Source: an optimization exercise on an open RTL-to-GDS flow (aim: small area and a short achievable clock period). Production flows keep margins and buffers that such runs may drop. Where RTL was checked, it was by simulation tests only, not by an equivalence proof against the original. No functional check of the RTL was part of runs 1 and 2. Power figures rest on the tool's default switching activity, not on a simulated workload.

`flow/flow/run.sh`:
```
#!/bin/bash
# The standard layout (standard.sh), with the port buffers made of the smallest
# plain buffer instead of the resizer's default choice. Every input and output
# port still gets its own buffer.
set -euo pipefail
export BUFFER_PORTS_ARGS="-buffer_cell sky130_fd_sc_hd__buf_1"
bash standard.sh > standard_flow.log 2>&1
```
`flow/config.mk`:
```
export PLATFORM = sky130hd
export DESIGN_NAME = csv_record_parse_and_hash
export DESIGN_NICKNAME = csv_record_parse_and_hash
export VERILOG_FILES = /design/flow/design.v
export SDC_FILE = /design/flow/constraint.sdc
export NUM_CORES = 4
export LEC_CHECK = 0
export ABC_AREA = 1
export CAP_MARGIN = 20
export CORE_MARGIN = 2
export CORE_UTILIZATION = 60
export CTS_BUF_LIST = sky130_fd_sc_hd__clkbuf_4 sky130_fd_sc_hd__clkbuf_8
export PLACE_DENSITY = 0.75
export SETUP_SLACK_MARGIN = 2.4
export SLEW_MARGIN = 20
export TNS_END_PERCENT = 10
```
`flow/design.v`:
```
package crph_pkg;
  localparam int NUM_BUCKETS_DEF = 400;
  localparam logic [1:0] STATUS_CITY   = 2'd0;
  localparam logic [1:0] STATUS_ACCEPT = 2'd1;
  localparam logic [1:0] STATUS_ERROR  = 2'd2;
  localparam logic [7:0] CH_ZERO  = 8'h30;
  localparam logic [7:0] CH_NINE  = 8'h39;
  localparam logic [7:0] CH_COMMA = 8'h2C;
  localparam logic [7:0] CH_QUOTE = 8'h22;
  localparam logic [7:0] CH_PAREN = 8'h28;
  localparam logic [19:0] RANK_MAX = 20'hFFFFF;
  localparam logic [31:0] POP_MAX  = 32'hFFFFFFFF;
  localparam logic [9:0]  LEN_MAX  = 10'd1023;
  typedef struct packed {
    logic [1:0]  status;
    logic [7:0]  city_byte;
    logic [19:0] rank;
    logic [31:0] population;
    logic [9:0]  city_length;
    logic [8:0]  index_by_length;
    logic [8:0]  index_by_sum;
    logic [8:0]  index_by_product;
  } result_t;
  function automatic int idx_width(input int ts);
    if (ts > 1) idx_width = $clog2(ts);
    else idx_width = 1;
  endfunction
endpackage
`default_nettype none
module csv_record_parse_and_hash #(
  parameter int NUM_BUCKETS = crph_pkg::NUM_BUCKETS_DEF
) (
  input  logic         clk,
  input  logic         rst_n,
  input  logic         in_tvalid,
  output logic         in_tready,
  input  logic [7:0]   in_tdata,    
  input  logic         in_tlast,    
  output logic         out_tvalid,
  input  logic         out_tready,
  output logic [103:0] out_tdata,   
  output logic [1:0]   out_tuser    
);
  localparam logic [2:0] S_START      = 3'd0;
  localparam logic [2:0] S_RANK       = 3'd1;
  localparam logic [2:0] S_OPEN_CITY  = 3'd2;
  localparam logic [2:0] S_CITY       = 3'd3;
  localparam logic [2:0] S_AFTER_CITY = 3'd4;
  localparam logic [2:0] S_POP_OPEN   = 3'd5;
  localparam logic [2:0] S_POP        = 3'd6;
  localparam logic [2:0] S_SKIP       = 3'd7;
  logic        skid_v;           
  logic [7:0]  skid_b;
  logic        skid_l;
  logic        out_v;            
  logic        out_acc;          
  logic        out_err;          
  logic        out_gp;           
  logic        out_gc;           
  logic        out_gx;           
  logic [19:0] q_rank;           
  logic        q_rsat;           
  logic [31:0] q_pop;
  logic        q_psat;           
  logic [2:0]  state;
  logic [19:0] rank;             
  logic        rank_sat;
  logic [15:0] acc_lo;
  logic [15:0] acc_hi;
  logic [3:0]  acc_c;            
  logic        acc_hp;           
  logic        acc_sat;          
  logic [9:0]  len;
  logic [8:0]  sum;
  logic [8:0]  px;               
  logic        cb_r;             
  logic        p2_r;             
  logic        p3_r;             
  logic        cpend;            
  logic       ob_free;
  logic [7:0] b;
  logic       last;
  logic       bv;
  logic       is_digit, is_comma, is_quote, is_paren;
  logic [3:0] digit;
  logic [2:0] state_nxt;
  logic       emit;
  logic       acc_word;
  logic       city_word;
  logic       commit;
  assign ob_free = !out_v || out_tready;
  assign b       = skid_v ? skid_b : in_tdata;
  assign last    = skid_v ? skid_l : in_tlast;
  assign bv      = skid_v || in_tvalid;
  assign is_digit = (b[7:4] == 4'h3) && (b[3:0] <= 4'd9);
  assign is_comma = (b == crph_pkg::CH_COMMA);
  assign is_quote = (b == crph_pkg::CH_QUOTE);
  assign is_paren = (b == crph_pkg::CH_PAREN);
  assign digit    = b[3:0];
  always_comb begin
    state_nxt = S_SKIP;
    emit      = 1'b1;
    acc_word  = 1'b0;
    city_word = 1'b0;
    unique case (state)
      S_START: if (is_digit) begin
        state_nxt = S_RANK; emit = 1'b0;
      end
      S_RANK: if (is_digit) begin
        state_nxt = S_RANK; emit = 1'b0;
      end else if (is_comma) begin
        state_nxt = S_OPEN_CITY; emit = 1'b0;
      end
      S_OPEN_CITY: if (is_quote) begin
        state_nxt = S_CITY; emit = 1'b0;
      end
      S_CITY: if (is_quote) begin
        state_nxt = S_AFTER_CITY; emit = 1'b0;
      end else begin
        state_nxt = S_CITY; city_word = 1'b1;
      end
      S_AFTER_CITY: if (is_comma) begin
        state_nxt = S_POP_OPEN; emit = 1'b0;
      end
      S_POP_OPEN: if (is_quote) begin
        state_nxt = S_POP; emit = 1'b0;
      end else if (is_paren) begin
        acc_word = 1'b1;
      end
      S_POP: if (is_digit || is_comma) begin
        state_nxt = S_POP; emit = 1'b0;
      end else if (is_quote) begin
        acc_word = 1'b1;
      end
      default: emit = 1'b0;
    endcase
    if (last) begin
      state_nxt = S_START;
      if (state != S_SKIP) begin
        emit      = 1'b1;
        city_word = 1'b0;
      end
    end
  end
  assign commit = bv && (ob_free || !emit);
  always_ff @(posedge clk) begin
    if (!rst_n) begin
      skid_v <= 1'b0;
      out_v  <= 1'b0;
      state  <= S_START;
    end else begin
      skid_v <= bv && emit && !ob_free;
      if (ob_free) out_v <= bv && emit;
      if (commit) state <= state_nxt;
    end
  end
  logic        acc_clr;          
  logic        acc_step;         
  logic        acc_aux;          
  logic [19:0] lo_mul;
  logic [19:0] hi_mul;
  logic [15:0] hi_eff;
  logic        sat_eff;
  assign acc_clr  = !rst_n || (commit && (last || state == S_POP_OPEN));
  assign acc_step = commit && is_digit && (state == S_START || state == S_RANK || state == S_POP);
  assign acc_aux  = (state == S_CITY) || (state == S_AFTER_CITY);
  logic [19:0] lo_x10, lo_x10p;
  logic [4:0]  lo_low;
  assign lo_x10   = (20'(acc_lo) << 3) + (20'(acc_lo) << 1);
  assign lo_x10p  = (20'(acc_lo) << 3) + (20'(acc_lo) << 1) + 20'd16;
  assign lo_low   = {1'b0, lo_x10[3:0]} + {1'b0, digit};
  assign lo_mul   = {lo_low[4] ? lo_x10p[19:4] : lo_x10[19:4], lo_low[3:0]};
  assign hi_mul   = (20'(acc_hi) << 3) + (20'(acc_hi) << 1) + 20'(acc_c);
  assign hi_eff   = acc_hp ? hi_mul[15:0] : acc_hi;
  assign sat_eff  = acc_sat || (acc_hp && (acc_hi > 16'd6553 || (acc_hi == 16'd6553 && acc_c >= 4'd6)));
  logic [7:0] cbyte;
  logic [4:0] c_h;
  logic [4:0] c25;
  logic [5:0] c_t;
  logic [6:0] c_t25, c_t50;
  always_comb begin
    unique case (cbyte[7:5])
      3'd0: c_h = 5'd0;
      3'd1: c_h = 5'd7;
      3'd2: c_h = 5'd14;
      3'd3: c_h = 5'd21;
      3'd4: c_h = 5'd3;
      3'd5: c_h = 5'd10;
      3'd6: c_h = 5'd17;
      default: c_h = 5'd24;
    endcase
  end
  assign cbyte = q_rank[7:0];
  assign c_t   = 6'(cbyte[4:0]) + 6'(c_h);
  assign c_t25 = {1'b0, c_t} - 7'd25;
  assign c_t50 = {1'b0, c_t} - 7'd50;
  assign c25   = !c_t50[6] ? c_t50[4:0] : !c_t25[6] ? c_t25[4:0] : c_t[4:0];
  logic [3:0] a16, b16, p_r16;
  logic [4:0] a25, b25;
  logic [5:0] sq_s, sq_d;
  logic [4:0] sq_fs, sq_fd, r16_h;
  logic [6:0] k_t;
  logic [6:0] k_t25, k_t50;
  logic [4:0] k;
  assign a16   = px[8:5];
  assign a25   = px[4:0];
  assign b16   = cbyte[3:0];
  assign b25   = acc_lo[4:0];
  assign sq_s  = 6'(a25) + 6'(b25);
  assign sq_d  = 6'(a25) - 6'(b25);
  assign p_r16 = 4'(a16 * b16);
  assign sq_fs[0] = (sq_s[0] && !sq_s[1] && !sq_s[2] && !sq_s[3]) ||
      (sq_s[1] && !sq_s[2] && sq_s[3] && sq_s[4]) ||
      (sq_s[0] && sq_s[2] && !sq_s[3] && sq_s[4]) ||
      (!sq_s[0] && sq_s[1] && sq_s[2] && sq_s[5]) ||
      (!sq_s[1] && sq_s[2] && sq_s[3] && !sq_s[4] && !sq_s[5]) ||
      (!sq_s[0] && !sq_s[1] && !sq_s[2] && sq_s[3] && !sq_s[5]) ||
      (sq_s[4] && sq_s[5]) ||
      (sq_s[0] && !sq_s[1] && !sq_s[3] && sq_s[5]) ||
      (sq_s[0] && !sq_s[1] && sq_s[2] && sq_s[4]) ||
      (!sq_s[0] && sq_s[1] && sq_s[3] && sq_s[5]) ||
      (!sq_s[0] && !sq_s[1] && sq_s[2] && !sq_s[4] && !sq_s[5]) ||
      (!sq_s[0] && sq_s[1] && !sq_s[2] && !sq_s[3] && !sq_s[4] && !sq_s[5]);
  assign sq_fs[1] = (!sq_s[1] && sq_s[2] && sq_s[3] && sq_s[4]) ||
      (sq_s[1] && sq_s[2] && sq_s[3] && sq_s[5]) ||
      (sq_s[1] && sq_s[2] && !sq_s[3] && sq_s[4]) ||
      (sq_s[0] && sq_s[1] && !sq_s[2] && !sq_s[4] && !sq_s[5]) ||
      (!sq_s[0] && !sq_s[1] && sq_s[2] && !sq_s[3] && !sq_s[4]) ||
      (sq_s[4] && sq_s[5]) ||
      (sq_s[0] && sq_s[1] && sq_s[2] && sq_s[5]) ||
      (sq_s[0] && sq_s[2] && !sq_s[3] && sq_s[4]) ||
      (sq_s[1] && !sq_s[2] && !sq_s[3] && !sq_s[4] && !sq_s[5]) ||
      (sq_s[0] && sq_s[1] && !sq_s[2] && sq_s[3] && !sq_s[5]) ||
      (!sq_s[0] && sq_s[1] && sq_s[2] && sq_s[3] && !sq_s[4]);
  assign sq_fs[2] = (sq_s[2] && !sq_s[3] && sq_s[5]) ||
      (sq_s[0] && sq_s[1] && !sq_s[2] && !sq_s[4] && !sq_s[5]) ||
      (!sq_s[1] && sq_s[2] && sq_s[3] && !sq_s[4] && !sq_s[5]) ||
      (sq_s[0] && !sq_s[1] && !sq_s[2] && sq_s[3] && !sq_s[4]) ||
      (!sq_s[0] && sq_s[1] && !sq_s[3] && sq_s[5]) ||
      (sq_s[0] && sq_s[1] && sq_s[2] && sq_s[5]) ||
      (!sq_s[0] && !sq_s[1] && sq_s[2] && sq_s[3] && !sq_s[5]) ||
      (!sq_s[0] && sq_s[1] && sq_s[2] && !sq_s[3] && sq_s[4]) ||
      (!sq_s[0] && sq_s[2] && sq_s[3] && !sq_s[4] && !sq_s[5]) ||
      (!sq_s[0] && !sq_s[1] && !sq_s[2] && !sq_s[3] && sq_s[4] && !sq_s[5]);
  assign sq_fs[3] = (sq_s[0] && sq_s[1] && sq_s[4]) ||
      (!sq_s[0] && !sq_s[1] && sq_s[2] && sq_s[5]) ||
      (!sq_s[0] && !sq_s[2] && sq_s[3] && sq_s[4]) ||
      (!sq_s[0] && sq_s[1] && !sq_s[3] && !sq_s[4] && !sq_s[5]) ||
      (sq_s[4] && sq_s[5]) ||
      (sq_s[0] && sq_s[1] && !sq_s[2] && sq_s[3] && !sq_s[5]) ||
      (!sq_s[0] && sq_s[1] && sq_s[2] && !sq_s[4] && !sq_s[5]) ||
      (sq_s[0] && sq_s[1] && sq_s[2] && !sq_s[3] && sq_s[5]) ||
      (sq_s[0] && !sq_s[1] && !sq_s[2] && !sq_s[3] && !sq_s[4] && !sq_s[5]);
  assign sq_fs[4] = (sq_s[0] && !sq_s[1] && sq_s[2] && sq_s[4]) ||
      (!sq_s[0] && sq_s[1] && sq_s[2] && sq_s[5]) ||
      (sq_s[1] && !sq_s[2] && !sq_s[3] && sq_s[4]) ||
      (!sq_s[1] && sq_s[2] && sq_s[3] && !sq_s[4] && !sq_s[5]) ||
      (sq_s[1] && sq_s[2] && !sq_s[3] && !sq_s[4] && !sq_s[5]) ||
      (!sq_s[0] && sq_s[2] && sq_s[3] && sq_s[5]) ||
      (sq_s[0] && sq_s[2] && sq_s[3] && sq_s[4]) ||
      (sq_s[0] && !sq_s[1] && sq_s[2] && !sq_s[3] && sq_s[5]) ||
      (!sq_s[0] && sq_s[2] && !sq_s[3] && !sq_s[4] && !sq_s[5]) ||
      (sq_s[0] && sq_s[1] && !sq_s[2] && sq_s[3] && sq_s[5]) ||
      (!sq_s[0] && !sq_s[1] && !sq_s[2] && !sq_s[3] && !sq_s[4] && sq_s[5]);
  assign sq_fd[0] = (!sq_d[0] && !sq_d[1] && !sq_d[2] && sq_d[3]) ||
      (sq_d[0] && sq_d[2] && sq_d[4] && !sq_d[5]) ||
      (sq_d[0] && !sq_d[2] && !sq_d[4] && sq_d[5]) ||
      (!sq_d[1] && sq_d[2] && sq_d[3] && !sq_d[5]) ||
      (sq_d[1] && sq_d[2] && sq_d[3] && sq_d[4]) ||
      (!sq_d[0] && !sq_d[1] && sq_d[2] && sq_d[4] && sq_d[5]) ||
      (sq_d[0] && !sq_d[1] && !sq_d[2] && !sq_d[3] && !sq_d[5]) ||
      (sq_d[0] && sq_d[1] && !sq_d[4] && sq_d[5]) ||
      (!sq_d[0] && !sq_d[1] && sq_d[2] && !sq_d[3] && !sq_d[4]) ||
      (sq_d[0] && sq_d[1] && !sq_d[2] && !sq_d[3] && sq_d[5]) ||
      (!sq_d[0] && sq_d[1] && !sq_d[2] && !sq_d[3] && !sq_d[4]);
  assign sq_fd[1] = (sq_d[0] && !sq_d[1] && sq_d[2] && sq_d[4]) ||
      (sq_d[0] && sq_d[1] && !sq_d[2] && !sq_d[4]) ||
      (sq_d[1] && sq_d[2] && sq_d[4] && !sq_d[5]) ||
      (!sq_d[0] && sq_d[2] && sq_d[3] && sq_d[4]) ||
      (sq_d[1] && !sq_d[2] && !sq_d[3] && !sq_d[4]) ||
      (sq_d[0] && !sq_d[2] && !sq_d[4] && sq_d[5]) ||
      (sq_d[1] && !sq_d[2] && !sq_d[4] && sq_d[5]) ||
      (!sq_d[0] && !sq_d[1] && sq_d[2] && !sq_d[3] && !sq_d[4]) ||
      (!sq_d[0] && sq_d[1] && !sq_d[2] && !sq_d[3] && sq_d[5]) ||
      (!sq_d[0] && sq_d[1] && sq_d[2] && sq_d[3] && !sq_d[5]);
  assign sq_fd[2] = (!sq_d[0] && !sq_d[1] && !sq_d[3] && sq_d[5]) ||
      (sq_d[0] && sq_d[2] && !sq_d[3] && sq_d[5]) ||
      (sq_d[0] && !sq_d[1] && sq_d[3] && !sq_d[5]) ||
      (sq_d[1] && !sq_d[2] && !sq_d[3] && sq_d[5]) ||
      (!sq_d[0] && sq_d[2] && sq_d[3] && !sq_d[5]) ||
      (sq_d[0] && sq_d[1] && !sq_d[2] && !sq_d[4] && !sq_d[5]) ||
      (!sq_d[0] && sq_d[1] && sq_d[2] && sq_d[4] && !sq_d[5]) ||
      (!sq_d[0] && !sq_d[1] && !sq_d[2] && !sq_d[3] && sq_d[4]) ||
      (sq_d[0] && !sq_d[1] && sq_d[2] && sq_d[3] && sq_d[4]) ||
      (!sq_d[0] && sq_d[1] && !sq_d[2] && !sq_d[4] && sq_d[5]);
  assign sq_fd[3] = (sq_d[1] && sq_d[2] && sq_d[3] && sq_d[4]) ||
      (!sq_d[0] && sq_d[1] && !sq_d[3] && !sq_d[4]) ||
      (sq_d[0] && !sq_d[1] && !sq_d[4] && sq_d[5]) ||
      (sq_d[0] && sq_d[1] && sq_d[4] && !sq_d[5]) ||
      (!sq_d[0] && sq_d[1] && !sq_d[2] && sq_d[4] && sq_d[5]) ||
      (sq_d[3] && sq_d[4] && !sq_d[5]) ||
      (!sq_d[1] && !sq_d[2] && !sq_d[4] && sq_d[5]) ||
      (sq_d[0] && !sq_d[1] && sq_d[2] && !sq_d[3] && sq_d[5]) ||
      (sq_d[0] && sq_d[1] && !sq_d[2] && sq_d[3] && !sq_d[5]) ||
      (!sq_d[0] && sq_d[1] && sq_d[2] && !sq_d[4] && !sq_d[5]) ||
      (sq_d[0] && !sq_d[1] && !sq_d[2] && !sq_d[3] && !sq_d[4]);
  assign sq_fd[4] = (sq_d[1] && sq_d[2] && !sq_d[3] && !sq_d[4]) ||
      (sq_d[1] && !sq_d[2] && sq_d[4] && !sq_d[5]) ||
      (!sq_d[1] && sq_d[2] && sq_d[3] && !sq_d[5]) ||
      (!sq_d[0] && !sq_d[1] && sq_d[2] && sq_d[4] && sq_d[5]) ||
      (!sq_d[0] && sq_d[2] && !sq_d[3] && !sq_d[4]) ||
      (sq_d[0] && !sq_d[1] && !sq_d[2] && sq_d[3] && sq_d[4]) ||
      (sq_d[0] && sq_d[1] && !sq_d[2] && !sq_d[3] && sq_d[5]) ||
      (sq_d[0] && !sq_d[1] && sq_d[2] && sq_d[4] && !sq_d[5]) ||
      (sq_d[0] && sq_d[1] && !sq_d[2] && !sq_d[4] && sq_d[5]) ||
      (!sq_d[0] && sq_d[1] && !sq_d[2] && sq_d[3] && sq_d[4]) ||
      (sq_d[0] && !sq_d[1] && sq_d[2] && sq_d[3] && !sq_d[4]) ||
      (!sq_d[0] && sq_d[1] && sq_d[2] && !sq_d[4] && sq_d[5]);
  assign r16_h[0] = (!p_r16[0] && !p_r16[1] && p_r16[3]) ||
      (!p_r16[1] && p_r16[2] && !p_r16[3]) ||
      (p_r16[0] && p_r16[1] && p_r16[3]) ||
      (p_r16[0] && !p_r16[1] && !p_r16[3]);
  assign r16_h[1] = (p_r16[0] && p_r16[2] && p_r16[3]) ||
      (!p_r16[0] && !p_r16[1] && p_r16[2]) ||
      (!p_r16[0] && p_r16[1] && !p_r16[2]) ||
      (p_r16[0] && p_r16[1] && p_r16[2]) ||
      (p_r16[0] && !p_r16[1] && !p_r16[2] && !p_r16[3]);
  assign r16_h[2] = (!p_r16[0] && p_r16[2] && p_r16[3]) ||
      (p_r16[0] && p_r16[1] && p_r16[3]) ||
      (!p_r16[0] && !p_r16[1] && p_r16[3]) ||
      (p_r16[0] && !p_r16[1] && p_r16[2] && !p_r16[3]) ||
      (!p_r16[0] && p_r16[1] && !p_r16[2] && !p_r16[3]);
  assign r16_h[3] = (p_r16[0] && !p_r16[2] && !p_r16[3]) ||
      (!p_r16[1] && !p_r16[2] && p_r16[3]) ||
      (!p_r16[0] && !p_r16[2] && p_r16[3]) ||
      (p_r16[0] && p_r16[1] && p_r16[2] && p_r16[3]);
  assign r16_h[4] = (!p_r16[0] && p_r16[1] && !p_r16[3]) ||
      (p_r16[0] && !p_r16[2] && p_r16[3]) ||
      (!p_r16[0] && p_r16[2] && !p_r16[3]) ||
      (p_r16[0] && !p_r16[1] && p_r16[3]);
  assign k_t   = 7'(acc_lo[9:5]) - 7'(acc_lo[4:0]) - 7'(acc_lo[14:10]);
  assign k_t25 = k_t + 7'd25;
  assign k_t50 = k_t + 7'd50;
  assign k     = !k_t[6] ? k_t[4:0] : !k_t25[6] ? k_t25[4:0] : k_t50[4:0];
  always_ff @(posedge clk) begin
    acc_hp <= acc_step && !acc_clr;
    if (acc_step && !acc_clr) begin
      acc_lo <= lo_mul[15:0];
      acc_c  <= lo_mul[19:16];
    end else if (acc_clr) begin
      acc_lo <= '0;
    end else if (acc_aux && p2_r) begin
      acc_lo[9:0] <= {sq_fs, sq_fd};
    end else if (acc_aux && cb_r && !cpend && len == 10'd1) begin
      acc_lo[14:10] <= r16_h;
      acc_lo[4:0]   <= c25;
    end
    if (acc_clr) begin
      acc_hi  <= '0;
      acc_sat <= 1'b0;
    end else begin
      acc_hi  <= hi_eff;
      acc_sat <= sat_eff;
    end
    if (state == S_RANK) begin
      rank     <= {hi_eff[3:0], acc_lo};
      rank_sat <= sat_eff || (acc_hp ? (acc_hi >= 16'd2 || (acc_hi == 16'd1 && acc_c >= 4'd6))
                                     : acc_hi >= 16'd16);
    end
  end
  logic [8:0]  sum_base;
  logic [9:0]  sum_add;
  logic [10:0] sum_sub;          
  assign sum_base = cpend ? 9'd0 : sum;
  assign sum_add  = 10'(sum_base) + 10'(cbyte);
  assign sum_sub  = 11'(sum_base) + 11'(cbyte) - 11'd400;
  always_ff @(posedge clk) begin
    cb_r <= commit && state == S_CITY && !is_quote;
    p2_r <= cb_r && !cpend && len == 10'd1;
    p3_r <= p2_r;
    if (commit && state == S_OPEN_CITY) begin
      cpend <= 1'b1;
    end else if (cb_r) begin
      cpend <= 1'b0;
    end
    if (cb_r) begin
      if (cpend) len <= 10'd1;
      else if (len != crph_pkg::LEN_MAX) len <= len + 10'd1;
      sum <= sum_sub[10] ? sum_add[8:0] : sum_sub[8:0];
    end
    if (cb_r && cpend) begin
      px <= {cbyte[3:0], c25};
    end else if (cb_r && len == 10'd1) begin
      px[8:5] <= p_r16;
    end else if (p3_r) begin
      px[4:0] <= k;
    end
  end
  always_ff @(posedge clk) begin
    skid_b <= b;
    skid_l <= last;
    if (ob_free) begin
      out_acc <= acc_word;
      out_err <= !acc_word && !city_word;
      out_gp  <= acc_word && (state == S_POP);
      out_gc  <= acc_word && !cpend;
      out_gx  <= acc_word && !cpend && len[9:1] != 9'd0;
      q_rank  <= {rank[19:8], (state == S_CITY) ? b : rank[7:0]};
      q_rsat  <= rank_sat;
      q_pop   <= {hi_eff, acc_lo};
      q_psat  <= sat_eff;
    end
  end
  logic [5:0] len_m800;           
  logic [6:0] len_m400;           
  logic [8:0] len_idx;
  assign len_m800 = {1'b0, len[9:5]} - 6'd25;
  assign len_m400 = {1'b0, len[9:4]} - 7'd25;
  assign len_idx  = !len_m800[5] ? {len_m800[3:0], len[4:0]} :
                    !len_m400[6] ? {len_m400[4:0], len[3:0]} : len[8:0];
  logic [8:0] prod_idx;
  assign prod_idx = {px[4:0], px[8:5]};
  logic out_city;
  assign out_city = !out_acc && !out_err;
  assign in_tready  = !skid_v;
  assign out_tvalid = out_v;
  assign out_tuser  = {out_err, out_acc};
  assign out_tdata  = {7'd0,
                       prod_idx    & {9{out_gx}},
                       sum         & {9{out_gc}},
                       len_idx     & {9{out_gc}},
                       len         & {10{out_gc}},
                       (q_pop  | {32{q_psat}}) & {32{out_gp}},
                       (q_rank | {20{q_rsat}}) & {20{out_acc}},
                       q_rank[7:0] & {8{out_city}}};
endmodule
`default_nettype wire
```
`flow/constraint.sdc`:
```
create_clock -name core_clock -period 5.5 [get_ports {clk}]
set_input_delay 1.1000 -clock core_clock [delete_from_list [all_inputs] [get_ports {clk}]]
set_output_delay 1.1000 -clock core_clock [all_outputs]
set_load 0.01 [all_outputs]
```
`flow/standard.sh`:
```
#!/bin/bash
# synth_recipe.tcl (not shown) runs the flow's synth.tcl, then flattens the netlist and writes it again
# the make line also repeats each setting of config.mk as NAME=value (left out here)
make -C /OpenROAD-flow-scripts/flow DESIGN_CONFIG=/design/flow/config.mk WORK_HOME=/design/flow/orfs CLKGATE_MAP_FILE= SYNTH_SCRIPT=/design/flow/synth_recipe.tcl "${@:-finish}"
```
==> results of run 1 <==
## stage by stage
stage	setup WS, ns	hold slack (ns)	util
2_1_floorplan	2.44	0.346	-
3_3_place_gp	1.49	0.401	0.633
3_5_place_dp	1.37	0.382	0.633
4_1_cts	2.23	0.399	0.660
5_1_grt	2.13	0.415	0.695
6_report	2.27	0.420	0.695
## state kept, by name (all words and copies together), names as in the netlist, 8 cells and up
register / count
q_pop: 32
q_rank: 20
rank: 20
acc_hi: 16
acc_lo: 16
len: 10
px: 9
sum: 9
skid_b: 8
## layer usage
| metal | vias to the layer above | part of all wire | track usage |
|---|---|---|---|
| li1 | 6247 | - | - |
| met4 | 0 | 0.025 | 0.0877 |
| met2 | 474 | 0.49 | 0.491 |
| met5 | - | 0 | 0 |
| met1 | 5798 | 0.42 | 0.381 |
| met3 | 63 | 0.062 | 0.0381 |
## logic make-up after synthesis
family          Yosys count  share of synthesized area
other cells               1                   0.000284
xor+xnor                 51                     0.0339
buf+inv                 355                      0.108
flops                   164                      0.346
fa+ha+maj               122                      0.124
compound gates          199                     0.0819
simple gates            952                      0.307
## timing repair
action                                  in CTS  in global routing
gates resized for setup                     23                100
buffers inserted                            16                 43
cloned                                       1                  0
endpoints found under the setup margin      78                 93
pin swaps                                    3                 36
## worst max-delay path, stage by stage (launching register included)
cell	delay [ns]
sky130_fd_sc_hd__edfxtp_1	0.45
sky130_fd_sc_hd__inv_4	0.11
sky130_fd_sc_hd__ha_4	0.17
sky130_fd_sc_hd__o21ai_4	0.06
sky130_fd_sc_hd__nand2_2	0.10
sky130_fd_sc_hd__nand2_4	0.07
sky130_fd_sc_hd__buf_4	0.13
sky130_fd_sc_hd__nand2_1	0.07
sky130_fd_sc_hd__a21oi_1	0.08
sky130_fd_sc_hd__a211oi_1	0.23
sky130_fd_sc_hd__buf_1	0.18
## final timing paths
kind                            startpoint             to  cells after the start
worst min-delay path                  p2_r           p3_r                      0
worst max-delay path                len[5]  out_tdata[75]                     10
worst max register to register   acc_lo[0]          px[1]                     17
worst min register to register        p2_r           p3_r                      0
## cell usage in the layout (no fill, tap or decap), drive strengths merged, types with 3 or more instances in the layout
master / Yosys / layout
conb: 1 / 7
xor2: 33 / 33
xnor2: 18 / 18
or2: 13 / 13
o22ai: 5 / 5
nor4: 3 / 3
clkinvlp: 0 / 4
edfxtp: 128 / 128
o21ai: 82 / 82
buf: 26 / 178
clkinv: 2 / 5
a21o: 3 / 3
fa: 14 / 14
nand3b: 11 / 11
a31oi: 6 / 6
ha: 108 / 108
clkbuf: 32 / 17
nor2: 242 / 242
nand3: 116 / 117
a21boi: 3 / 3
o211ai: 4 / 4
inv: 295 / 303
a21oi: 81 / 81
o21bai: 3 / 3
nand2: 490 / 490
nand4: 56 / 56
dfxtp: 36 / 36
nor3: 18 / 18
## Yosys cell counts (all sizes together) (3+ instances only)
cell / instances / area, sq um
nor4: 3 / 18.8
nand4: 56 / 350
o211ai: 4 / 30.0
buf: 26 / 184
a31oi: 6 / 37.5
clkbuf: 32 / 120
a21oi: 81 / 405
o21ai: 82 / 410
o22ai: 5 / 31.3
ha: 108 / 1350
nand2: 490 / 1860
nor3: 18 / 90.1
nor2: 242 / 935
nand3b: 11 / 82.6
nand3: 116 / 603
inv: 295 / 1110
fa: 14 / 280
xor2: 33 / 289
or2: 13 / 81.3
dfxtp: 36 / 721
xnor2: 18 / 158
a21o: 3 / 22.5
a21boi: 3 / 22.5
edfxtp: 128 / 3840
o21bai: 3 / 22.5
## power by group through the flow
stage | Combinational [mW] | Sequential (mW) | Clock [mW]
final | 5.09 | 1.77 | 0.826
after floorplan | 3.32 | 1.73 | 0
after global routing | 5.69 | 1.78 | 0.887
after global placement | 4.07 | 1.84 | 0
after detailed placement | 4.13 | 1.84 | 0
after CTS | 4.25 | 1.79 | 0.832
## final cells by class
cell class | instances | area, sq um
clock buffers | 17 | 234
inverters | 297 | 1130
multi-input cells | 1332 | 7710
repair buffers | 178 | 946
clock inverters | 15 | 138
fillers | 1835 | 6610
well taps | 280 | 350
flip-flops and latches | 164 | 4570
==> metrics.md, run 1 <==
| Metric | Value |
|---|---|
| Overall power consumption | 7.69 mW |
| Gate count of the mapped netlist | 1844 |
| H-tree levels | 4 |
| Cell Int Power | 3.86 mW |
| Total iterations of the first detailed-routing run | 5 |
| Power dissipated by switching net loads | 3.82 mW |
| FMAX | 309 MHz |
| Critical Setup Path Class | reg -> out |
| Final worst clock skew | 0.0168 ns |
| Syn. warnings | 1 |
| First-pass GRT wire length | 54800 um |
| Starting DRT DRC Count | 1126 |
| Worst slew margin relative to its limit | 0.349 |
| Maximum capacitance violations | 0 |
| Fraction of the cycle the final worst path needs | 0.588 |
| Setup Total Neg Slack | 0 ns |
| Chip width | 152 um |
| Vias after detailed routing | 12600 |
| Initial antenna violation count | 0 |
| Number of global-route vias before repair | 11300 |
| Unrepaired setup endpoints after global routing | true |
| Mapped cell area | 0.0132 sq mm |
| Height of the die | 152 um |
| Data required time at the worst endpoint | 4.40 ns |
| DPL Wire Length | 25700 um |
| Ports placed on the boundary | 121 |
| Number of synthesized register bits | 164 |
| Layout area overhead | 14.3% |
| Antenna diode instance count | 0 |
| Number of enable-type register cells in the synthesized netlist | 128 |
| Sequential-to-total area share from yosys stat | 0.346 |
| Launching element type of the critical path | flop |
| Final min period | 3.23 ns |
| Effective utilization at floorplan | 0.608 |
| Endpoint type of the worst setup path | output pin |
| Total instance count after detailed placement | 2190 |
| Global route total overflow | 0 |
| Post-Layout Inst Area | 0.0151 sq mm |
| Core Rows | 54 |
| Maximum vdd ir drop | 475 uV |
| Final wirelength | 35100 um |
| Standard cell core area | 0.0217 sq mm |
| Weighted congestion at the end of routability-driven global placement | 0.953 |
| Sinks on the clock net | 164 |
| Class of the worst hold path | reg -> reg |
| Share of flip-flops with an asynchronous set or reset after synthesis | 0 |
| Count of hold-fix buffers inserted at cts | 0 |
| Critical Path Fanout Max | 4 |
| Combined global-route utilization of all metal layers | 0.287 |
| Drc violations | 0 |
| Clk latency of the worst-skew pair | 0.46 ns |
| Average wire per standard cell | 15.4 um |
| Total Die Area | 0.0232 sq mm |
| Number of CTS-inserted buffers | 17 |
| Pin slew with the least headroom to its limit | 0.975 ns |
| TritonCTS clock tree | yes |
| Combinational share of power | 0.663 |
| Vias per cell | 5.51 |
| Register-to-register setup slack | 2.35 ns |
| Fraction of layout cells with a size suffix above 1 | 0.106 |
| Run status | finished clean |
| Maximum buffer depth of the clock tree | 2 |
| Leakage | 7.53 nW |
| Clock power share | 0.107 |
| Slew Viols, Final | 0 |
| Distinct cell type count after synthesis | 50 |
| Final setup violation count | 0 |
| Post-detailed-placement cell area | 0.0137 sq mm |
| Antenna viol nets, final | 0 |
| Worst Path Arrival | 2.13 ns |
| Root buffer cell | sky130_fd_sc_hd__clkbuf_8 |
| Primary FF master, synth | sky130_fd_sc_hd__edfxtp_1 |
| Mean Syn Cell Area | 7.15 sq um |
| Clock transition time at the flip-flop clock pins of the worst setup and hold paths | 0.10 ns |
| Port Buf Inserts | 113 |
| Final hold violation count | 0 |
| Register share of total power | 0.230 |
| Final cell count without fillers | 2283 |
| Switching part of the total power | 0.497 |
| Final nets | 2125 |
| Pin count of the biggest net entering global routing | 46 |
| Power Dens Cells | 510 mW/mm^2 |
==> run 2, diff against run 1 <==
--- a/flow/config.mk
+++ b/flow/config.mk
@@ -11,6 +11,6 @@
 export CORE_UTILIZATION = 60
 export CTS_BUF_LIST = sky130_fd_sc_hd__clkbuf_4 sky130_fd_sc_hd__clkbuf_8
 export PLACE_DENSITY = 0.75
-export SETUP_SLACK_MARGIN = 2.4
+export SETUP_SLACK_MARGIN = 2.2
 export SLEW_MARGIN = 20
 export TNS_END_PERCENT = 10
==> metrics.md, run 2 <==
| Metric | Value |
|---|---|
| Antenna diode instance count | 0 |
| Number of enable-type register cells in the synthesized netlist | 128 |
| Most common cell after layout, fill and taps aside | sky130_fd_sc_hd__nand2_1 |
| Data required time at the worst endpoint | 5.72 ns |
| Max FFs per register | 32 |
| Ports placed on the boundary | 121 |
| Final wirelength | 33400 um |
| H-tree levels | 4 |
| Average wire per standard cell | 14.8 um |
| Top-area cell type share of the netlist area | 0.291 |
| Final setup violation count | 0 |
| Fraction of layout cells with a size suffix above 1 | 0.0703 |
| Chip width | 152 um |
| Worst slew margin relative to its limit | 0.343 |
| Number of CTS-inserted buffers | 17 |
| Fraction of the cycle the final worst path needs | 0.590 |
| Total Die Area | 0.0232 sq mm |
| Total instance count after detailed placement | 2191 |
| Number of synthesized register bits | 164 |
| Vias per cell | 5.41 |
| Final hold violation count | 0 |
| Drc violations | 0 |
| FMAX | 308 MHz |
| Antenna viol nets, final | 0 |
| Setup Total Neg Slack | 0 ns |
| Root buffer cell | sky130_fd_sc_hd__clkbuf_8 |
| Pin count of the biggest net entering global routing | 61 |
| Critical path, cell by cell | ha_2 -> fa_2 -> xnor2_1 -> ha_1 -> a21oi_2 -> nand2_1 -> or2_2 -> nand2_2 -> inv_2 -> a21oi_2 -> nand2_1 -> nand2_2 -> nand2_1 -> nand3_1 -> nand2_1 -> nand3_1 -> nand2_1 |
| Register with the most flip-flops | q_pop |
| Total iterations of the first detailed-routing run | 8 |
| Commonest cells after routing, fill and taps aside | sky130_fd_sc_hd__nand2_1 (475), sky130_fd_sc_hd__inv_1 (288), sky130_fd_sc_hd__nor2_1 (238) |
| Port Buf Inserts | 113 |
| Clock transition time at the flip-flop clock pins of the worst setup and hold paths | 0.09 ns |
| Maximum buffer depth of the clock tree | 2 |
| Power Dens Cells | 494 mW/mm^2 |
| Gate count of the mapped netlist | 1844 |
| Final min period | 3.24 ns |
| Number of global-route vias before repair | 10900 |
| Critical Path Fanout Max | 7 |
| Slew Viols, Final | 0 |
| Final nets | 2100 |
| Layout area overhead | 10.3% |
| Initial antenna violation count | 0 |
| Distinct cell type count after synthesis | 50 |
| Final worst clock skew | 0.0225 ns |
| Fill cell instance count of the final layout | 1946 |
| Maximum vdd ir drop | 471 uV |
| Share of flip-flops with an asynchronous set or reset after synthesis | 0 |
| Mean Syn Cell Area | 7.15 sq um |
| Run status | finished clean |
| Weighted congestion at the end of routability-driven global placement | 0.918 |
| Global route total overflow | 0 |
| Synth top area cells | sky130_fd_sc_hd__edfxtp_1 (29%), sky130_fd_sc_hd__nand2_1 (14%), sky130_fd_sc_hd__ha_1 (10%), sky130_fd_sc_hd__inv_1 (8.3%), sky130_fd_sc_hd__nor2_1 (6.8%) |
| Dominant delay contributor by cell family on the critical path | simple AND/OR/NAND/NOR gates |
| Final cell count without fillers | 2258 |
| TritonCTS clock tree | yes |
| Class of the worst hold path | reg -> reg |
| First-pass GRT wire length | 53500 um |
| Cell repeated most along the worst path | sky130_fd_sc_hd__nand2_1 |
| Sequential-to-total area share from yosys stat | 0.346 |
| DPL Wire Length | 25200 um |
| Unrepaired setup endpoints after global routing | true |
| Vias after detailed routing | 12200 |
| Slowest cell on the critical path | sky130_fd_sc_hd__edfxtp_1 |
| Critical Setup Path Class | reg -> reg |
| Leakage | 7.35 nW |
| Combined global-route utilization of all metal layers | 0.283 |
| Maximum capacitance violations | 0 |
| Endpoint type of the worst setup path | flop |
| Worst stage delay on the critical path | 0.53 ns |
| Most repeated cell in the gate-level netlist after synthesis | sky130_fd_sc_hd__nand2_1 |
| Leading cell types by count after synthesis | sky130_fd_sc_hd__nand2_1 (482), sky130_fd_sc_hd__inv_1 (293), sky130_fd_sc_hd__nor2_1 (239) |
| Starting DRT DRC Count | 946 |
| Pin slew with the least headroom to its limit | 0.984 ns |
| Post-layout utilization of the core | 0.671 |
| Worst Path Arrival | 3.47 ns |
| Launching element type of the critical path | flop |
| Synth area leader | sky130_fd_sc_hd__edfxtp_1 |
| Core Rows | 54 |
| Effective utilization at floorplan | 0.608 |
| Standard cell core area | 0.0217 sq mm |
| Mapped cell area | 0.0132 sq mm |
| Sinks on the clock net | 164 |
| Syn. warnings | 1 |
| Clk latency of the worst-skew pair | 0.48 ns |
| Primary FF master, synth | sky130_fd_sc_hd__edfxtp_1 |
| Buf+Inv Stages, Crit Path | 1 |
| Leading registers by flop count | q_pop (32), q_rank (20), rank (20) |
| Height of the die | 152 um |
-- run 2: cell counts after synthesis --
No cell type changed its count.
-- run 2: stage by stage --
step / area [sq um] / hold WS [ns] / setup slack, ns / power (mW)
floorplan: 13200 / 0.346 / 2.38 / 5.04
global placement: 13700 / 0.400 / 1.47 / 5.90
detailed placement: 13700 / 0.394 / 1.42 / 5.96
CTS: 14100 / 0.400 / 2.01 / 6.81
global route: 14600 / 0.399 / 2.11 / 7.88
finish: 14600 / 0.407 / 2.26 / 7.19
-- run 2: routing by layer --
| metal | up-vias | share of wire | GRT usage |
|---|---|---|---|
| met5 | - | 0 | 0 |
| met4 | 0 | 0.025 | 0.0970 |
| met3 | 57 | 0.052 | 0.0350 |
| met2 | 387 | 0.48 | 0.476 |
| met1 | 5581 | 0.45 | 0.379 |
| li1 | 6185 | - | - |
-- run 2: worst register-to-register path, stage by stage (launching register included) --
cell	delay, ns
sky130_fd_sc_hd__edfxtp_1	0.53
sky130_fd_sc_hd__ha_2	0.26
sky130_fd_sc_hd__fa_2	0.37
sky130_fd_sc_hd__xnor2_1	0.14
sky130_fd_sc_hd__ha_1	0.36
sky130_fd_sc_hd__a21oi_2	0.15
sky130_fd_sc_hd__nand2_1	0.07
sky130_fd_sc_hd__or2_2	0.28
sky130_fd_sc_hd__nand2_2	0.07
sky130_fd_sc_hd__inv_2	0.06
sky130_fd_sc_hd__a21oi_2	0.13
sky130_fd_sc_hd__nand2_1	0.11
sky130_fd_sc_hd__nand2_2	0.13
sky130_fd_sc_hd__nand2_1	0.09
sky130_fd_sc_hd__nand3_1	0.07
sky130_fd_sc_hd__nand2_1	0.06
sky130_fd_sc_hd__nand3_1	0.06
sky130_fd_sc_hd__nand2_1	0.08
-- run 2: cells by family after synthesis --
group,count (synthesis),synth area share
buffers and inverters,355,0.108
and+or+nand+nor,952,0.307
xor gates and xnor gates,51,0.0339
adders and majority gates,122,0.124
other,1,0.000284
AOI/OAI and AO/OA,199,0.0819
DFF,164,0.346
-- run 2: worst paths after layout --
path / from / slack (ns) / endpoint / cells past startpoint
setup / recovery: acc_lo[0] / 2.26 / px[3] / 17
hold / removal: p2_r / 0.41 / p3_r / 0
setup reg to reg: acc_lo[0] / 2.26 / px[3] / 17
hold reg to reg: p2_r / 0.41 / p3_r / 0
-- run 2: report_power, final --
group | total [mW] | switching, mW | internal [mW] | leakage [nW]
registers | 1.77 | 0.155 | 1.62 | 1.60
clock network | 0.846 | 0.469 | 0.377 | 0.192
logic | 4.57 | 2.93 | 1.64 | 5.56
total | 7.19 | 3.56 | 3.63 | 7.35
-- run 2: final cells by class --
type / count / area, sq um / area share
multi-input combinational: 1332 / 7410 / 0.509
clock buffer: 19 / 249 / 0.0171
inverter: 297 / 1120 / 0.0769
timing repair buffer: 153 / 733 / 0.0504
tap: 280 / 350 / 0.0241
sequential: 164 / 4570 / 0.314
clock inverter: 13 / 126 / 0.00868
-- run 2: repair_timing --
item / CTS / global route
setup endpoints to repair: 43 / 54
pin swaps: 0 / 11
buffers inserted: 2 / 31
hold buffers: 0 / 0
gates cloned: 0 / 1
gates resized for setup: 3 / 43
==> run 3, diff against run 2 <==
--- a/flow/design.v
+++ b/flow/design.v
@@ -204,8 +204,8 @@
   logic [4:0] k;
   assign a16   = px[8:5];
   assign a25   = px[4:0];
-  assign b16   = cbyte[3:0];
-  assign b25   = acc_lo[4:0];
+  assign b16   = acc_hi[8:5];
+  assign b25   = acc_hi[4:0];
   assign sq_s  = 6'(a25) + 6'(b25);
   assign sq_d  = 6'(a25) - 6'(b25);
   assign p_r16 = 4'(a16 * b16);
@@ -338,7 +338,7 @@
       (p_r16[0] && !p_r16[2] && p_r16[3]) ||
       (!p_r16[0] && p_r16[2] && !p_r16[3]) ||
       (p_r16[0] && !p_r16[1] && p_r16[3]);
-  assign k_t   = 7'(acc_lo[9:5]) - 7'(acc_lo[4:0]) - 7'(acc_lo[14:10]);
+  assign k_t   = 7'(acc_hi[9:5]) - 7'(acc_hi[4:0]) - 7'(acc_hi[14:10]);
   assign k_t25 = k_t + 7'd25;
   assign k_t50 = k_t + 7'd50;
   assign k     = !k_t[6] ? k_t[4:0] : !k_t25[6] ? k_t25[4:0] : k_t50[4:0];
@@ -349,11 +349,6 @@
       acc_c  <= lo_mul[19:16];
     end else if (acc_clr) begin
       acc_lo <= '0;
-    end else if (acc_aux && p2_r) begin
-      acc_lo[9:0] <= {sq_fs, sq_fd};
-    end else if (acc_aux && cb_r && !cpend && len == 10'd1) begin
-      acc_lo[14:10] <= r16_h;
-      acc_lo[4:0]   <= c25;
     end
     if (acc_clr) begin
       acc_hi  <= '0;
@@ -361,6 +356,11 @@
     end else begin
       acc_hi  <= hi_eff;
       acc_sat <= sat_eff;
+      if (acc_aux && p2_r) begin
+        acc_hi[14:0] <= {r16_h, sq_fs, sq_fd};
+      end else if (acc_aux && cb_r && !cpend && len == 10'd1) begin
+        acc_hi[8:0] <= {cbyte[3:0], c25};
+      end
     end
     if (state == S_RANK) begin
       rank     <= {hi_eff[3:0], acc_lo};
@@ -368,12 +368,10 @@
                                      : acc_hi >= 16'd16);
     end
   end
-  logic [8:0]  sum_base;
-  logic [9:0]  sum_add;
-  logic [10:0] sum_sub;          
-  assign sum_base = cpend ? 9'd0 : sum;
-  assign sum_add  = 10'(sum_base) + 10'(cbyte);
-  assign sum_sub  = 11'(sum_base) + 11'(cbyte) - 11'd400;
+  logic [9:0] sum_add;
+  logic [6:0] sum_sub;           
+  assign sum_add = 10'(cpend ? 9'd0 : sum) + 10'(cbyte);
+  assign sum_sub = {1'b0, sum_add[9:4]} - 7'd25;
   always_ff @(posedge clk) begin
     cb_r <= commit && state == S_CITY && !is_quote;
     p2_r <= cb_r && !cpend && len == 10'd1;
@@ -386,11 +384,11 @@
     if (cb_r) begin
       if (cpend) len <= 10'd1;
       else if (len != crph_pkg::LEN_MAX) len <= len + 10'd1;
-      sum <= sum_sub[10] ? sum_add[8:0] : sum_sub[8:0];
+      sum <= sum_sub[6] ? sum_add[8:0] : {sum_sub[4:0], sum_add[3:0]};
     end
     if (cb_r && cpend) begin
       px <= {cbyte[3:0], c25};
-    end else if (cb_r && len == 10'd1) begin
+    end else if (p2_r) begin
       px[8:5] <= p_r16;
     end else if (p3_r) begin
       px[4:0] <= k;
==> metrics.md, run 3 <==
| Metric | Value |
|---|---|
| Launching element type of the critical path | flop |
| Fraction of the cycle the final worst path needs | 0.597 |
| Run status | finished clean |
| TritonCTS clock tree | yes |
| Fill cell instance count of the final layout | 1791 |
| Gate count of the mapped netlist | 1713 |
| Pin slew with the least headroom to its limit | 0.846 ns |
| Leading cell types by count after synthesis | sky130_fd_sc_hd__nand2_1 (421), sky130_fd_sc_hd__inv_1 (252), sky130_fd_sc_hd__nor2_1 (226) |
| Number of synthesized register bits | 164 |
| Global route hottest layer | met2 |
| Share of flip-flops with an asynchronous set or reset after synthesis | 0 |
| Height of the die | 149 um |
| Worst stage delay on the critical path | 0.41 ns |
| Effective utilization at floorplan | 0.615 |
| Final wirelength | 31100 um |
| Power Dens Cells | 235 mW/mm^2 |
| Weighted congestion at the end of routability-driven global placement | 0.986 |
| Synth area leader | sky130_fd_sc_hd__edfxtp_1 |
| Critical Path Fanout Max | 5 |
| Drc violations | 0 |
| Number of global-route vias before repair | 10400 |
| Commonest cells after routing, fill and taps aside | sky130_fd_sc_hd__nand2_1 (421), sky130_fd_sc_hd__inv_1 (248), sky130_fd_sc_hd__nor2_1 (225) |
| Global route total overflow | 0 |
| Combined global-route utilization of all metal layers | 0.284 |
| Clk latency of the worst-skew pair | 0.47 ns |
| Mapped cell area | 0.0125 sq mm |
| Standard cell core area | 0.0204 sq mm |
| Top-area cell type share of the netlist area | 0.307 |
| Ports placed on the boundary | 121 |
| Chip width | 149 um |
| Syn. warnings | 1 |
| Distinct cell type count after synthesis | 50 |
| Critical Setup Path Class | reg -> out |
| Worst slew margin relative to its limit | 0.434 |
| Total iterations of the first detailed-routing run | 5 |
| Core Rows | 52 |
| Root buffer cell | sky130_fd_sc_hd__clkbuf_8 |
| Clock transition time at the flip-flop clock pins of the worst setup and hold paths | 0.10 ns |
| Starting DRT DRC Count | 761 |
| Number of enable-type register cells in the synthesized netlist | 128 |
| Vias after detailed routing | 11500 |
| Initial antenna violation count | 0 |
| Final setup violation count | 0 |
| Data required time at the worst endpoint | 4.40 ns |
| Leading registers by flop count | q_pop (32), q_rank (20), rank (20) |
| Sinks on the clock net | 164 |
| Setup Total Neg Slack | 0 ns |
| Sequential-to-total area share from yosys stat | 0.364 |
| Number of CTS-inserted buffers | 17 |
| Leakage | 6.46 nW |
| Met3 routing resource usage after global routing | 0.0399 |
| Slowest cell on the critical path | sky130_fd_sc_hd__edfxtp_1 |
| Class of the worst hold path | reg -> reg |
| Antenna diode instance count | 0 |
| DPL Wire Length | 23800 um |
| Maximum vdd ir drop | 155 uV |
| Buf+Inv Stages, Crit Path | 2 |
| Global routing usage on met1 | 0.385 |
| Final min period | 3.28 ns |
| Critical path, cell by cell | inv_1 -> ha_2 -> o21ai_2 -> nand2_1 -> nand2_1 -> a21oi_1 -> a311oi_1 -> a211oi_1 -> buf_1 |
| Register with the most flip-flops | q_pop |
| Final hold violation count | 0 |
| Worst Path Arrival | 2.18 ns |
| Most common cell after layout, fill and taps aside | sky130_fd_sc_hd__nand2_1 |
| Global-route track usage on met2 | 0.479 |
| Mean Syn Cell Area | 7.31 sq um |
| Vias per cell | 5.49 |
| First-pass GRT wire length | 50100 um |
| Layout area overhead | 8.08% |
| Most repeated cell in the gate-level netlist after synthesis | sky130_fd_sc_hd__nand2_1 |
| Unrepaired setup endpoints after global routing | true |
| FMAX | 304 MHz |
| Max FFs per register | 32 |
| Cell repeated most along the worst path | sky130_fd_sc_hd__nand2_1 |
| Maximum capacitance violations | 0 |
| Total Die Area | 0.0221 sq mm |
| Average wire per standard cell | 14.9 um |
| Slew Viols, Final | 0 |
| Synth top area cells | sky130_fd_sc_hd__edfxtp_1 (31%), sky130_fd_sc_hd__nand2_1 (13%), sky130_fd_sc_hd__ha_1 (9.5%), sky130_fd_sc_hd__inv_1 (7.5%), sky130_fd_sc_hd__nor2_1 (6.8%) |
| H-tree levels | 4 |
| Primary FF master, synth | sky130_fd_sc_hd__edfxtp_1 |
| Fraction of layout cells with a size suffix above 1 | 0.0570 |
| Dominant delay contributor by cell family on the critical path | compound AO/OA/AOI/OAI gates |
| Pin count of the biggest net entering global routing | 36 |
| Maximum buffer depth of the clock tree | 2 |
| Final nets | 1930 |
| Endpoint type of the worst setup path | output pin |
| Final worst clock skew | 0.0140 ns |
| Minimum hold slack | 0.347 ns |
| Port Buf Inserts | 113 |
| Antenna viol nets, final | 0 |
==> run 3: cell count changes in the layout (fill, tap and decap cells not counted), sizes merged, moves of 6 or more <==
cell	before	now
nand3	117	123
ha	108	95
buf	153	123
nor3	18	29
o21ai	82	94
nand2	490	431
inv	300	262
nand4	56	27
nor2	242	229
xor2	33	23
o211ai	4	15
or2	13	6
a21oi	81	93
==> run 3: area by class of cell <==
type                       count  area [sq um]  share of cell area
tap                          270           338              0.0249
clock inverter                11          92.6             0.00684
clock buffer                  21           283              0.0209
inverter                     258           972              0.0718
timing repair buffer         123           500              0.0370
sequential                   164          4580               0.338
multi-input combinational   1248          6780               0.501
==> run 3: per-layer routing <==
metal / wire length (um) / up-vias
met1: 13700 / 5256
met2: 14900 / 405
met5: 0 / -
met4: 541 / 0
li1: - / 5797
met3: 1970 / 52
==> run 3: logic make-up (layout without fill, tap and decap cells) <==
kind of cell,count (synthesis),count (layout),share of synthesized area
simple gates,859,859,0.293
buf+inv,307,413,0.0985
compound gates,232,232,0.102
flops,164,164,0.364
fa+ha+maj,105,105,0.111
xor+xnor,44,44,0.0308
other cells,1,7,0.000299
mux,1,1,0.000799
==> run 3: path summary, 6_finish.rpt <==
kind,slack (ns),startpoint,endpoint,depth (start not counted)
max,2.22,len[4],out_tdata[76],9
min,0.35,p2_r,p3_r,0
max reg2reg,2.22,acc_hi[5],px[1],16
min reg2reg,0.35,p2_r,p3_r,0
==> run 3: repair_timing <==
action                     CTS  global route
hold buffers                 0             0
setup buffers                2             3
gates cloned                 0             0
hold endpoints to repair     0             0
setup endpoints to repair   11            43
gates resized for setup      9            10
==> run 3: per-stage QoR <==
| stage | std cells | util | power (mW) | cell area (sq um) | worst slack, ns |
|---|---|---|---|---|---|
| after detailed placement | 2058 | 0.643 | 2.33 | 13100 | 1.95 |
| after global routing | 2095 | 0.665 | 3.35 | 13500 | 2.04 |
| final | 2095 | 0.665 | 3.18 | 13500 | 2.22 |
| after floorplan | 1719 | - | 2.14 | 12600 | 2.27 |
| after global placement | 2058 | 0.643 | 2.31 | 13100 | 2.01 |
| after CTS | 2092 | 0.663 | 3.16 | 13500 | 2.18 |
==> run 3: report_power, final <==
| group | total [mW] | switching (mW) | internal (mW) |
|---|---|---|---|
| combinational | 0.823 | 0.543 | 0.280 |
| sequential | 1.50 | 0.0681 | 1.43 |
| clock | 0.853 | 0.488 | 0.365 |
==> run 4, diff against run 3 <==
--- a/flow/config.mk
+++ b/flow/config.mk
@@ -11,6 +11,6 @@
 export CORE_UTILIZATION = 60
 export CTS_BUF_LIST = sky130_fd_sc_hd__clkbuf_4 sky130_fd_sc_hd__clkbuf_8
 export PLACE_DENSITY = 0.75
-export SETUP_SLACK_MARGIN = 2.2
+export SETUP_SLACK_MARGIN = 2.8
 export SLEW_MARGIN = 20
 export TNS_END_PERCENT = 10
==> metrics.md, run 4 <==
| Metric | Value |
|---|---|
| Clock transition time at the flip-flop clock pins of the worst setup and hold paths | 0.11 ns |
| Number of global-route vias before repair | 10700 |
| Layout area overhead | 22.5% |
| Number of enable-type register cells in the synthesized netlist | 128 |
| Clk latency of the worst-skew pair | 0.49 ns |
| Initial antenna violation count | 0 |
| Final nets | 2030 |
| Register with the most flip-flops | q_pop |
| Post-Layout Inst Area | 0.0154 sq mm |
| Leading cell types by count after synthesis | sky130_fd_sc_hd__nand2_1 (421), sky130_fd_sc_hd__inv_1 (252), sky130_fd_sc_hd__nor2_1 (226) |
| Maximum capacitance violations | 0 |
| Maximum buffer depth of the clock tree | 2 |
| Worst min-delay path endpoint | p3_r |
| Met3 routing resource usage after global routing | 0.0451 |
| Sequential-to-total area share from yosys stat | 0.364 |
| Fill cell instance count of the final layout | 1521 |
| Final min period | 3.20 ns |
| Sinks on the clock net | 164 |
| Height of the die | 149 um |
| Post-detailed-placement cell area | 0.0132 sq mm |
| Critical Path Fanout Max | 4 |
| Synth area leader | sky130_fd_sc_hd__edfxtp_1 |
| Run status | finished clean |
| Most repeated cell in the gate-level netlist after synthesis | sky130_fd_sc_hd__nand2_1 |
| Effective utilization at floorplan | 0.615 |
| Dominant delay contributor by cell family on the critical path | compound AO/OA/AOI/OAI gates |
| Slew Viols, Final | 0 |
| Top-area cell type share of the netlist area | 0.307 |
| Starting DRT DRC Count | 999 |
| H-tree levels | 4 |
| Critical Setup Path Class | reg -> out |
| Total instance count after detailed placement | 2057 |
| Data required time at the worst endpoint | 4.40 ns |
| Register share of total power | 0.427 |
| Global route total overflow | 0 |
| Max FFs per register | 32 |
| Final cell count without fillers | 2195 |
| RR Endpoint | px[1] |
| Number of CTS-inserted buffers | 17 |
| Hold-critical path depth | 0 |
| Maximum vdd ir drop | 170 uV |
| Combinational share of power | 0.303 |
| Worst slew margin relative to its limit | 0.319 |
| Fraction of layout cells with a size suffix above 1 | 0.195 |
| Mapped cell area | 0.0125 sq mm |
| First-pass GRT wire length | 53400 um |
| Final setup violation count | 0 |
| Launching element type of the critical path | flop |
| Power dissipated by switching net loads | 1.30 mW |
| Pin slew with the least headroom to its limit | 1.02 ns |
| Port Buf Inserts | 113 |
| Gate count of the mapped netlist | 1713 |
| Cell Int Power | 2.21 mW |
| Simple-gate share of the synthesized area | 0.293 |
| Combined global-route utilization of all metal layers | 0.304 |
| Global route hottest layer | met2 |
| Vias per cell | 5.62 |
| Synthesized-area fraction occupied by xor and xnor cells | 0.0308 |
| Ports placed on the boundary | 121 |
| Reg2reg path depth | 16 |
| Most common cell after layout, fill and taps aside | sky130_fd_sc_hd__nand2_1 |
| Mean Syn Cell Area | 7.31 sq um |
| Clock power share | 0.270 |
| Commonest cells after routing, fill and taps aside | sky130_fd_sc_hd__nand2_1 (375), sky130_fd_sc_hd__inv_1 (228), sky130_fd_sc_hd__nor2_1 (205) |
| Synthesized-area fraction occupied by adder cells | 0.111 |
| Share of flip-flops with an asynchronous set or reset after synthesis | 0 |
| Final hold violation count | 0 |
| DPL Wire Length | 24300 um |
| Switching part of the total power | 0.370 |
| Drc violations | 0 |
| Leading registers by flop count | q_pop (32), q_rank (20), rank (20) |
| Global-route track usage on met2 | 0.516 |
| Pin count of the biggest net entering global routing | 41 |
| Main combinational cell family by area after synthesis | simple AND/OR/NAND/NOR gates |
| Global routing usage on met1 | 0.401 |
| FMAX | 313 MHz |
| Register-to-register setup slack | 2.37 ns |
| Source of the worst register-to-register timing path | acc_hi[0] |
| Chip width | 149 um |
| Total iterations of the first detailed-routing run | 5 |
| Number of synthesized register bits | 164 |
| Slowest cell on the critical path | sky130_fd_sc_hd__edfxtp_1 |
| Buf+Inv Stages, Crit Path | 2 |
| Critical path, cell by cell | inv_2 -> ha_4 -> o21ai_4 -> nand2_2 -> nand2_4 -> a21oi_2 -> a311oi_1 -> a211oi_1 -> buf_2 |
| Fraction of the cycle the final worst path needs | 0.581 |
| Distinct cell type count after synthesis | 50 |
| Class of the worst hold path | reg -> reg |
| Final wirelength | 36200 um |
| Share of synthesized area spent on multiplexers | 0.000799 |
| Core Rows | 52 |
| Worst Path Arrival | 2.10 ns |
| Hold Startpoint | p2_r |
| Weighted congestion at the end of routability-driven global placement | 0.930 |
| Antenna viol nets, final | 0 |
| Leakage | 7.11 nW |
| Critical path startpoint | len[5] |
| Power Dens Cells | 229 mW/mm^2 |
| Total Die Area | 0.0221 sq mm |
| Setup Total Neg Slack | 0 ns |
| Root buffer cell | sky130_fd_sc_hd__clkbuf_8 |
| Average wire per standard cell | 16.5 um |
| Compound-cell area share of the yosys netlist | 0.102 |
| Endpoint type of the worst setup path | output pin |
| Standard cell core area | 0.0204 sq mm |
| Unrepaired setup endpoints after global routing | true |
| TritonCTS clock tree | yes |
| Antenna diode instance count | 0 |
| Synth top area cells | sky130_fd_sc_hd__edfxtp_1 (31%), sky130_fd_sc_hd__nand2_1 (13%), sky130_fd_sc_hd__ha_1 (9.5%), sky130_fd_sc_hd__inv_1 (7.5%), sky130_fd_sc_hd__nor2_1 (6.8%) |
| Primary FF master, synth | sky130_fd_sc_hd__edfxtp_1 |
| Vias after detailed routing | 12300 |
| Final worst clock skew | 0.0260 ns |
| Worst stage delay on the critical path | 0.44 ns |
| Syn. warnings | 1 |
==> run 4: per-layer routing <==
| metal | vias to the layer above | wire length, um |
|---|---|---|
| li1 | 5991 | - |
| met1 | 5697 | 14700 |
| met2 | 567 | 17700 |
| met3 | 82 | 2790 |
| met4 | 0 | 985 |
| met5 | - | 0 |
==> run 4: power by group through the flow <==
| stage | clock [mW] | combinational [mW] | sequential, mW |
|---|---|---|---|
| after CTS | 0.950 | 0.863 | 1.50 |
| after global routing | 1.00 | 1.18 | 1.51 |
| final | 0.949 | 1.07 | 1.50 |
| after floorplan | 0 | 0.657 | 1.49 |
| after detailed placement | 0 | 0.825 | 1.53 |
| after global placement | 0 | 0.799 | 1.53 |
==> run 4: how the worst max path moves through the flow <==
stage	to	slack [ns]	cells past startpoint
global placement	acc_c[3]	1.83	13
global route	out_tdata[77]	2.22	9
floorplan	acc_c[0]	2.58	15
finish	out_tdata[76]	2.30	9
CTS	out_tdata[77]	2.41	10
detailed placement	acc_c[0]	1.72	13
==> run 4: cell families after synthesis <==
logic type      count (synthesis)
buf+inv                       307
other cells                     1
simple gates                  859
compound gates                232
mux                             1
xor+xnor                       44
fa+ha+maj                     105
flops                         164
==> run 4: worst register-to-register path: cells and delay by family, from the launching register on <==
kind / cells / cell delay, ns
compound gates: 2 / 0.38
xor+xnor: 2 / 0.43
fa+ha+maj: 3 / 0.84
buf+inv: 4 / 0.35
flops: 1 / 0.37
simple gates: 5 / 0.52
==> run 4: repair_timing <==
action,4_1_cts,5_1_grt
pin swaps,16,68
setup endpoints to repair,153,157
cloned,0,2
buffers inserted,32,72
hold buffers,0,0
gates resized for setup,76,159
==> run 4: final cells by class <==
type / instances / area (sq um) / share of cell area
timing repair buffer: 221 / 1320 / 0.0857
inverter: 258 / 996 / 0.0649
sequential: 164 / 4600 / 0.300
tap: 270 / 338 / 0.0220
clock inverter: 15 / 184 / 0.0120
clock buffer: 17 / 234 / 0.0152
multi-input combinational: 1250 / 7680 / 0.501
==> run 4: through the flow <==
step / util / worst slack (ns) / hold slack (ns) / total power, mW
final: 0.754 / 2.30 / 0.389 / 3.51
after global routing: 0.754 / 2.22 / 0.400 / 3.69
after CTS: 0.694 / 2.41 / 0.385 / 3.31
after detailed placement: 0.650 / 1.72 / 0.341 / 2.35
after global placement: 0.650 / 1.83 / 0.337 / 2.33
after floorplan: - / 2.58 / 0.331 / 2.15
==> run 5, diff against run 4 <==
--- a/flow/config.mk
+++ b/flow/config.mk
@@ -11,6 +11,6 @@
 export CORE_UTILIZATION = 60
 export CTS_BUF_LIST = sky130_fd_sc_hd__clkbuf_4 sky130_fd_sc_hd__clkbuf_8
 export PLACE_DENSITY = 0.75
-export SETUP_SLACK_MARGIN = 2.8
+export SETUP_SLACK_MARGIN = 2.6
 export SLEW_MARGIN = 20
 export TNS_END_PERCENT = 10
==> metrics.md, run 5 <==
| Metric | Value |
|---|---|
| Total iterations of the first detailed-routing run | 5 |
| Antenna diode instance count | 0 |
| Register with the most flip-flops | q_pop |
| Count of hold-fix buffers inserted at cts | 0 |
| Final min period | 3.15 ns |
| Total Die Area | 0.0221 sq mm |
| Drc violations | 0 |
| Setup Total Neg Slack | 0 ns |
| Leading cell types by count after synthesis | sky130_fd_sc_hd__nand2_1 (421), sky130_fd_sc_hd__inv_1 (252), sky130_fd_sc_hd__nor2_1 (226) |
| Critical Setup Path Class | reg -> out |
| Vias per cell | 5.52 |
| Distinct cell type count after synthesis | 50 |
| Reg2reg path depth | 17 |
| Commonest cells after routing, fill and taps aside | sky130_fd_sc_hd__nand2_1 (410), sky130_fd_sc_hd__inv_1 (245), sky130_fd_sc_hd__nor2_1 (215) |
| Root buffer cell | sky130_fd_sc_hd__clkbuf_8 |
| First-pass GRT wire length | 51800 um |
| Sinks on the clock net | 164 |
| Most repeated cell in the gate-level netlist after synthesis | sky130_fd_sc_hd__nand2_1 |
| Leading registers by flop count | q_pop (32), q_rank (20), rank (20) |
| Worst Path Arrival | 2.05 ns |
| Endpoint type of the worst setup path | output pin |
| Run status | finished clean |
| Final wirelength | 32500 um |
| Number of CTS-inserted buffers | 17 |
| Number of synthesized register bits | 164 |
| Final worst clock skew | 0.0168 ns |
| Synth top area cells | sky130_fd_sc_hd__edfxtp_1 (31%), sky130_fd_sc_hd__nand2_1 (13%), sky130_fd_sc_hd__ha_1 (9.5%), sky130_fd_sc_hd__inv_1 (7.5%), sky130_fd_sc_hd__nor2_1 (6.8%) |
| Class of the worst hold path | reg -> reg |
| Number of enable-type register cells in the synthesized netlist | 128 |
| Pin count of the biggest net entering global routing | 36 |
| H-tree levels | 4 |
| Layout area overhead | 12.4% |
| Share of flip-flops with an asynchronous set or reset after synthesis | 0 |
| Effective utilization at floorplan | 0.615 |
| Leakage | 6.69 nW |
| DPL Wire Length | 24300 um |
| Starting DRT DRC Count | 841 |
| Final cell count without fillers | 2129 |
| Launching element type of the critical path | flop |
| Hold-critical path depth | 0 |
| Chip width | 149 um |
| Post-layout utilization of the core | 0.692 |
| Area taken by flip-flops and latches | 0.00459 sq mm |
| Max FFs per register | 32 |
| Mapped cell area | 0.0125 sq mm |
| Height of the die | 149 um |
| Fraction of the cycle the final worst path needs | 0.573 |
| Data required time at the worst endpoint | 4.40 ns |
| Synth area leader | sky130_fd_sc_hd__edfxtp_1 |
| Critical Path Fanout Max | 3 |
| Syn. warnings | 1 |
| Port Buf Inserts | 113 |
| Area of the multi-input gates | 0.00702 sq mm |
| Worst slew margin relative to its limit | 0.337 |
| Fill cell instance count of the final layout | 1707 |
| Ports placed on the boundary | 121 |
| Mean Syn Cell Area | 7.31 sq um |
| FMAX | 317 MHz |
| Antenna viol nets, final | 0 |
| Power Dens Cells | 231 mW/mm^2 |
| Pin slew with the least headroom to its limit | 0.994 ns |
| Final hold violation count | 0 |
| Unrepaired setup endpoints after global routing | true |
| Global route total overflow | 0 |
| Clk latency of the worst-skew pair | 0.48 ns |
| Vias after detailed routing | 11800 |
| Combined global-route utilization of all metal layers | 0.295 |
| Slew Viols, Final | 0 |
| Gate count of the mapped netlist | 1713 |
| Sequential-to-total area share from yosys stat | 0.364 |
| Most common cell after layout, fill and taps aside | sky130_fd_sc_hd__nand2_1 |
-- run 5: kinds of logic after synthesis --
family / Yosys count / share of synthesized area
AO/OA/AOI/OAI: 232 / 0.102
buffers and inverters: 307 / 0.0985
AND/OR/NAND/NOR: 859 / 0.293
other: 1 / 0.000299
multiplexers: 1 / 0.000799
flip-flops: 164 / 0.364
XOR/XNOR: 44 / 0.0308
adder cells (fa/ha/maj): 105 / 0.111
-- run 5: final timing paths --
| check | start | end | slack, ns |
|---|---|---|---|
| max | len[5] | out_tdata[76] | 2.35 |
| max reg2reg | px[0] | acc_hi[3] | 2.50 |
| min reg2reg | p2_r | p3_r | 0.36 |
| min | p2_r | p3_r | 0.36 |
-- run 5: repair_timing --
action / in CTS / in global routing
pin swaps: 9 / 9
endpoints found under the setup margin: 77 / 116
resized for setup: 52 / 40
buffers inserted: 27 / 12
hold endpoints to repair: 0 / 0
-- run 5: metal layers --
| metal | share of wire | GRT usage | vias up |
|---|---|---|---|
| li1 | - | - | 5867 |
| met1 | 0.43 | 0.394 | 5366 |
| met2 | 0.47 | 0.492 | 450 |
| met3 | 0.072 | 0.0420 | 67 |
| met4 | 0.026 | 0.105 | 0 |
| met5 | 0 | 0 | - |
-- run 5: final cells by class --
class | count | area share
multi-input combinational | 1248 | 0.498
sequential | 164 | 0.326
inverter | 258 | 0.0690
timing repair buffer | 157 | 0.0553
tap | 270 | 0.0240
clock buffer | 17 | 0.0166
clock inverter | 15 | 0.0109
-- run 5: critical path, stage by stage, from the launching register on --
cell and delay (ns):
sky130_fd_sc_hd__edfxtp_1 0.43, sky130_fd_sc_hd__inv_2 0.12, sky130_fd_sc_hd__ha_4 0.16, sky130_fd_sc_hd__o21ai_4 0.06, sky130_fd_sc_hd__nand2_2 0.09, sky130_fd_sc_hd__nand2_4 0.07, sky130_fd_sc_hd__a21oi_2 0.15, sky130_fd_sc_hd__a311oi_1 0.06
sky130_fd_sc_hd__a211oi_1 0.25, sky130_fd_sc_hd__buf_2 0.19
-- run 5: power breakdown --
part / total [mW] / internal (mW) / switching, mW / leakage [nW]
registers: 1.50 / 1.43 / 0.0675 / 1.61
clock network: 0.872 / 0.340 / 0.532 / 0.197
logic: 0.883 / 0.313 / 0.570 / 4.88
-- run 5: through the flow --
stage                     total power [mW]  setup WS (ns)  hold slack (ns)  cell area, sq um
after detailed placement              2.33           1.90            0.345             13100
after global placement                2.31           1.97            0.336             13100
final                                 3.26           2.35            0.361             14100
after global routing                  3.44           2.23            0.365             14100
after floorplan                       2.14           2.44            0.331             12600
after CTS                             3.21           2.40            0.362             13900

Check on run 5: ideal ports give 2.349 ns setup slack; a clkbuf_16 on the clock port and buf_2 on the inputs give 2.309 ns; moving port delays by the midpoint clock arrival (0.516 ns) as well gives 2.218 ns.
